Background: an optimization exercise with open tools, aiming at small area and a short achievable clock period. Do not read the settings as production practice.
Only simulation tests tie the RTL to the original design; equivalence was not proved.

==> flow/design.v <==
package conv_pkg;
   localparam int LANE_W = 8;
   typedef enum logic [1:0] {
      IDLE  = 2'd0,
      RUN   = 2'd1,
      DRAIN = 2'd2
   } state_e;
   function automatic logic [31:0] ceil_div(input logic [31:0] num, input logic [31:0] den);
      ceil_div = (num + den - 32'd1) / den;
   endfunction
endpackage
module conv_out_fifo #(
   parameter int WIDTH = 65,
   parameter int DEPTH = 16,
   localparam int SD   = DEPTH - 1
) (
   input  logic             clk,
   input  logic             reset,
   input  logic             push_i,      
   input  logic [WIDTH-1:0] wrData_i,
   input  logic             ready_i,     
   output logic [WIDTH-1:0] rdData_o,
   output logic             valid_o,     
   output logic             empty_o,     
   output logic             one_d_o,     
   output logic             full_d_o     
);
   logic [SD-1:0][WIDTH-1:0] mem_q;
   logic [WIDTH-1:0] head_q;
   logic             headTakesMem, headHold;
   logic [SD-1:0]    wrOH_q, rdOH_q, wrOH_d, we_q, hold_q;
   logic             valid_q, empty_q, one_q, notFull_q;
   logic             eq2, eq15;
   logic             pop;
   logic             headTakesIn;
   logic             empty_d, one_d, full_d;
   logic [WIDTH-1:0] memRd;
   assign pop = ready_i && !empty_q;
   assign eq2  = |(wrOH_q & {rdOH_q[SD-2:0], rdOH_q[SD-1]});
   assign eq15 = |(rdOH_q & {wrOH_q[SD-2:0], wrOH_q[SD-1]});
   assign headTakesIn = empty_q || (one_q && ready_i);
   assign empty_d = (empty_q && !push_i) || (one_q && pop && !push_i);
   assign one_d   = (empty_q && push_i) || (one_q && (push_i == pop)) ||
                    (eq2 && pop && !push_i);
   assign full_d  = (!notFull_q && !pop) || (eq15 && push_i && !pop);
   assign wrOH_d = (push_i && !headTakesIn) ? {wrOH_q[SD-2:0], wrOH_q[SD-1]} : wrOH_q;
   always_ff @(posedge clk or negedge reset) begin
      if (!reset) begin
         wrOH_q    <= SD'(1);
         we_q      <= SD'(1);
         hold_q    <= ~SD'(1);
         rdOH_q    <= SD'(1);
         valid_q   <= 1'b0;
         empty_q   <= 1'b1;
         one_q     <= 1'b0;
         notFull_q <= 1'b1;
      end else begin
         wrOH_q    <= wrOH_d;
         we_q      <= full_d ? '0 : wrOH_d;
         hold_q    <= full_d ? '1 : ~wrOH_d;
         if (pop && !one_q) rdOH_q <= {rdOH_q[SD-2:0], rdOH_q[SD-1]};
         valid_q   <= !empty_d;
         empty_q   <= empty_d;
         one_q     <= one_d;
         notFull_q <= !full_d;
      end
   end
   always_comb begin
      memRd = '0;
      for (int i = 0; i < SD; i++) memRd = memRd | (mem_q[i] & {WIDTH{rdOH_q[i]}});
   end
   assign headTakesMem = !headTakesIn && ready_i;
   assign headHold     = !headTakesIn && !ready_i;
   always_ff @(posedge clk) begin
      for (int i = 0; i < SD; i++)
         mem_q[i] <= (mem_q[i] & {WIDTH{hold_q[i]}}) | (wrData_i & {WIDTH{we_q[i]}});
      head_q <= (head_q & {WIDTH{headHold}}) | (wrData_i & {WIDTH{headTakesIn}}) |
                (memRd & {WIDTH{headTakesMem}});
   end
   assign rdData_o = head_q;
   assign valid_o  = valid_q;
   assign empty_o  = empty_q;
   assign one_d_o  = one_d;
   assign full_d_o = full_d;
endmodule
import conv_pkg::*;
module conv_output_stream #(
   parameter int LANES      = 8,
   parameter int DIM_W      = 16,
   parameter int FIFO_DEPTH = 16
) (
   input  logic                    clk,
   input  logic                    reset,
   input  logic                    start,
   input  logic [DIM_W-1:0]        In_Channel,
   input  logic [DIM_W-1:0]        Matrix_Col,
   input  logic [DIM_W-1:0]        Matrix_Row,
   input  logic [LANE_W*LANES-1:0] sData,
   input  logic                    sValid,
   output logic                    sReady,
   output logic [LANE_W*LANES-1:0] mData_payload,
   output logic                    mData_valid,
   input  logic                    mData_ready,
   output logic                    mData_last,
   output logic                    mData_rowEnd,
   output logic                    layer_done
);
   localparam int DATA_W = LANE_W * LANES;
   localparam int FIFO_W = DATA_W + 1;
   localparam int CNT_W  = $clog2(FIFO_DEPTH) + 1;
   localparam int LW     = $clog2(LANES);
   localparam int GRP_W  = DIM_W - LW;
   logic              idle_q, run_q, drain_q;
   logic              sReady_q, last_q, layerDone_q;
   logic [GRP_W-1:0]  grpCnt_q, grpInit_q;
   logic              remZero_q;
   logic [DIM_W-1:0]  colCnt_q, colInit_q;
   logic [DIM_W-1:0]  rowCnt_q;
   logic              lastGroup_q, lastCol_q, lastRow_q;
   logic              grpOne_q, colOne_q;
   logic [LANES-1:0]  keepLast_q;
   logic              accept;
   logic              runEnd;
   logic              dimZero;
   logic              take;
   logic              beatRowEnd;
   logic [DATA_W-1:0] beatData;
   logic              idle_d, run_d, drain_d;
   logic              lastGroup_d;
   logic              inGrpOne, inColOne, inRowOne;
   logic [LANES-1:0]  inKeepLast;
   logic              grpNextLast, colNextLast, rowNextLast;
   logic [GRP_W-1:0]  grpAcc;
   logic [DIM_W-1:0]  colAcc, rowAcc;
   logic              lastColAcc, lastRowAcc;
   logic              busy, hold;
   logic              fifoValid, fifoEmpty, fifoOne_d, fifoFull_d;
   logic              stall_q;
   logic [FIFO_W-1:0] fifoRdData;
   assign sReady     = sReady_q;
   assign accept     = sValid && !stall_q;
   assign beatRowEnd = lastGroup_q && lastCol_q;
   assign runEnd     = accept && lastGroup_q && lastCol_q && lastRow_q;
   assign dimZero    = (In_Channel == '0) || (Matrix_Col == '0) || (Matrix_Row == '0);
   assign take       = start && !dimZero;
   assign layer_done = layerDone_q;
   assign mData_last = last_q;
   assign idle_d  = idle_q ? !take : (drain_q && fifoEmpty);
   assign run_d   = run_q ? !runEnd : (idle_q && take);
   assign drain_d = drain_q ? !fifoEmpty : (run_q && runEnd);
   assign inGrpOne = (In_Channel[DIM_W-1:LW] == '0) || (In_Channel == DIM_W'(LANES));
   assign inColOne = (Matrix_Col == DIM_W'(1));
   assign inRowOne = (Matrix_Row == DIM_W'(1));
   always_comb begin
      for (int i = 0; i < LANES; i++)
         inKeepLast[i] = (In_Channel[LW-1:0] == '0) || (In_Channel[LW-1:0] > LW'(i));
   end
   assign grpNextLast = remZero_q ? (grpCnt_q == GRP_W'(2)) : (grpCnt_q == GRP_W'(1));
   assign colNextLast = (colCnt_q == DIM_W'(2));
   assign rowNextLast = (rowCnt_q == DIM_W'(2));
   assign lastGroup_d = lastGroup_q ? grpOne_q : grpNextLast;
   always_ff @(posedge clk or negedge reset) begin
      if (!reset) begin
         idle_q      <= 1'b1;
         run_q       <= 1'b0;
         drain_q     <= 1'b0;
         sReady_q    <= 1'b0;
         stall_q     <= 1'b1;
         layerDone_q <= 1'b0;
      end else begin
         idle_q      <= idle_d;
         run_q       <= run_d;
         drain_q     <= drain_d;
         sReady_q    <= run_d && !fifoFull_d;
         stall_q     <= !run_d || fifoFull_d;
         layerDone_q <= (idle_q && start && dimZero) || (drain_q && fifoEmpty);
      end
   end
   always_ff @(posedge clk) last_q <= drain_d && fifoOne_d;
   always_comb begin
      grpAcc       = lastGroup_q ? grpInit_q : grpCnt_q - GRP_W'(1);
      colAcc       = colCnt_q;
      lastColAcc   = lastCol_q;
      rowAcc       = rowCnt_q;
      lastRowAcc   = lastRow_q;
      if (lastGroup_q) begin
         colAcc     = lastCol_q ? colInit_q : colCnt_q - DIM_W'(1);
         lastColAcc = lastCol_q ? colOne_q : colNextLast;
         if (lastCol_q) begin
            rowAcc     = rowCnt_q - DIM_W'(1);
            lastRowAcc = rowNextLast;
         end
      end
   end
   assign busy = run_q || drain_q;
   assign hold = busy && !accept;
   always_ff @(posedge clk) begin
      grpCnt_q    <= (In_Channel[DIM_W-1:LW] & {GRP_W{idle_q}}) | (grpAcc & {GRP_W{accept}}) |
                     (grpCnt_q & {GRP_W{hold}});
      colCnt_q    <= (Matrix_Col & {DIM_W{idle_q}}) | (colAcc & {DIM_W{accept}}) |
                     (colCnt_q & {DIM_W{hold}});
      rowCnt_q    <= (Matrix_Row & {DIM_W{idle_q}}) | (rowAcc & {DIM_W{accept}}) |
                     (rowCnt_q & {DIM_W{hold}});
      lastGroup_q <= (inGrpOne && idle_q) || (lastGroup_d && accept) || (lastGroup_q && hold);
      lastCol_q   <= (inColOne && idle_q) || (lastColAcc && accept) || (lastCol_q && hold);
      lastRow_q   <= (inRowOne && idle_q) || (lastRowAcc && accept) || (lastRow_q && hold);
      grpInit_q   <= (In_Channel[DIM_W-1:LW] & {GRP_W{idle_q}}) | (grpInit_q & {GRP_W{busy}});
      colInit_q   <= (Matrix_Col & {DIM_W{idle_q}}) | (colInit_q & {DIM_W{busy}});
      remZero_q   <= ((In_Channel[LW-1:0] == '0) && idle_q) || (remZero_q && busy);
      grpOne_q    <= (inGrpOne && idle_q) || (grpOne_q && busy);
      colOne_q    <= (inColOne && idle_q) || (colOne_q && busy);
      keepLast_q  <= (inKeepLast & {LANES{idle_q}}) | (keepLast_q & {LANES{busy}});
   end
   always_comb begin
      for (int i = 0; i < LANES; i++) begin
         beatData[i*LANE_W +: LANE_W] = (keepLast_q[i] || !lastGroup_q) ?
                                        sData[i*LANE_W +: LANE_W] : '0;
      end
   end
   conv_out_fifo #(
      .WIDTH (FIFO_W),
      .DEPTH (FIFO_DEPTH)
   ) u_fifo (
      .clk       (clk),
      .reset     (reset),
      .push_i    (accept),
      .wrData_i  ({beatRowEnd, beatData}),
      .ready_i   (mData_ready),
      .rdData_o  (fifoRdData),
      .valid_o   (fifoValid),
      .empty_o   (fifoEmpty),
      .one_d_o   (fifoOne_d),
      .full_d_o  (fifoFull_d)
   );
   assign mData_valid = fifoValid;
   assign {mData_rowEnd, mData_payload} = fifoRdData;
endmodule
Settings: LEC_CHECK=0, CAP_MARGIN=20, CORE_MARGIN=2, CORE_UTILIZATION=65, CTS_CLUSTER_DIAMETER=90, CTS_CLUSTER_SIZE=24, SETUP_SLACK_MARGIN=2.8, SLEW_MARGIN=20; clock period 5.0 ns.
standard.sh (not shown) runs the stock make flow with config.mk's settings and CLKGATE_MAP_FILE= SYNTH_SCRIPT=/design/flow/synth_recipe.tcl, a recipe that flattens the netlist after the stock synthesis.
==> flow/flow/run.sh <==
#!/bin/bash
# Standard ORFS layout, except that:
#  - the port buffers are plain buf_2 cells instead of the delay cell buffer_ports
#    picks by default;
#  - the resizer may change a cell's footprint when it sizes it;
#  - clock tree synthesis uses a finer H-tree wire unit (shorter insertion delay).
set -euo pipefail
bash standard.sh synth > synth.log 2>&1
bash standard.sh "BUFFER_PORTS_ARGS=-buffer_cell sky130_fd_sc_hd__buf_2" MATCH_CELL_FOOTPRINT=0 \
  "CTS_ARGS=-sink_clustering_enable -repair_clock_nets -sink_clustering_size 24 -sink_clustering_max_diameter 90 -wire_unit 5" \
  finish > layout.log 2>&1
The starting point finished clean.
Change:
==> flow/flow/run.sh (replaced) <==
#!/bin/bash
# Standard ORFS layout, except that the port buffers are plain buf_2 cells instead
# of the delay cell buffer_ports picks by default, and the resizer may change a
# cell's footprint when it sizes it.
set -euo pipefail
bash standard.sh synth > synth.log 2>&1
bash standard.sh "BUFFER_PORTS_ARGS=-buffer_cell sky130_fd_sc_hd__buf_2" MATCH_CELL_FOOTPRINT=0 finish > layout.log 2>&1
--- a/flow/config.mk
+++ b/flow/config.mk
@@ -11,4 +11,4 @@
 export CTS_CLUSTER_DIAMETER = 90
 export CTS_CLUSTER_SIZE = 24
-export SETUP_SLACK_MARGIN = 2.8
+export SETUP_SLACK_MARGIN = 3.0
 export SLEW_MARGIN = 20
The new run went through all stages and came out clean.
Hold slack loses 0.037 ns.
Register-to-register slack is better by 0.21 ns.
Core utilization is higher by 2.4 points.
Final cell count climbs by 1.5%.

[re-timing with driven ports]
In the flow no input, the clock included, has a driving cell. The finished layouts below were timed again as built, in two steps.
Step 1 (the two cells are an assumption about what drives the block):
set clk [get_ports {clk}]
set_driving_cell -lib_cell sky130_fd_sc_hd__clkbuf_16 $clk
set_driving_cell -lib_cell sky130_fd_sc_hd__buf_2 [delete_from_list [all_inputs] $clk]
Step 2 also shifts input and output timing later by t, the mid clock arrival at the registers, as if the neighbouring blocks saw the same clock.
a / b / c = no drivers / after step 1 / after step 2; a / b = the first two.
run	t, ns	setup slack, ns	worst data-port slew with drivers (ns)
the first run	0.682	2.743 / 2.739 / 2.147	0.07
the second run	0.730	2.793 / 2.728 / 2.278	0.13
After both steps setup and hold are still met in every run listed. The setup slack of the first run, which loses most, moves by -0.004 ns with the drivers and by -0.596 ns with both steps.
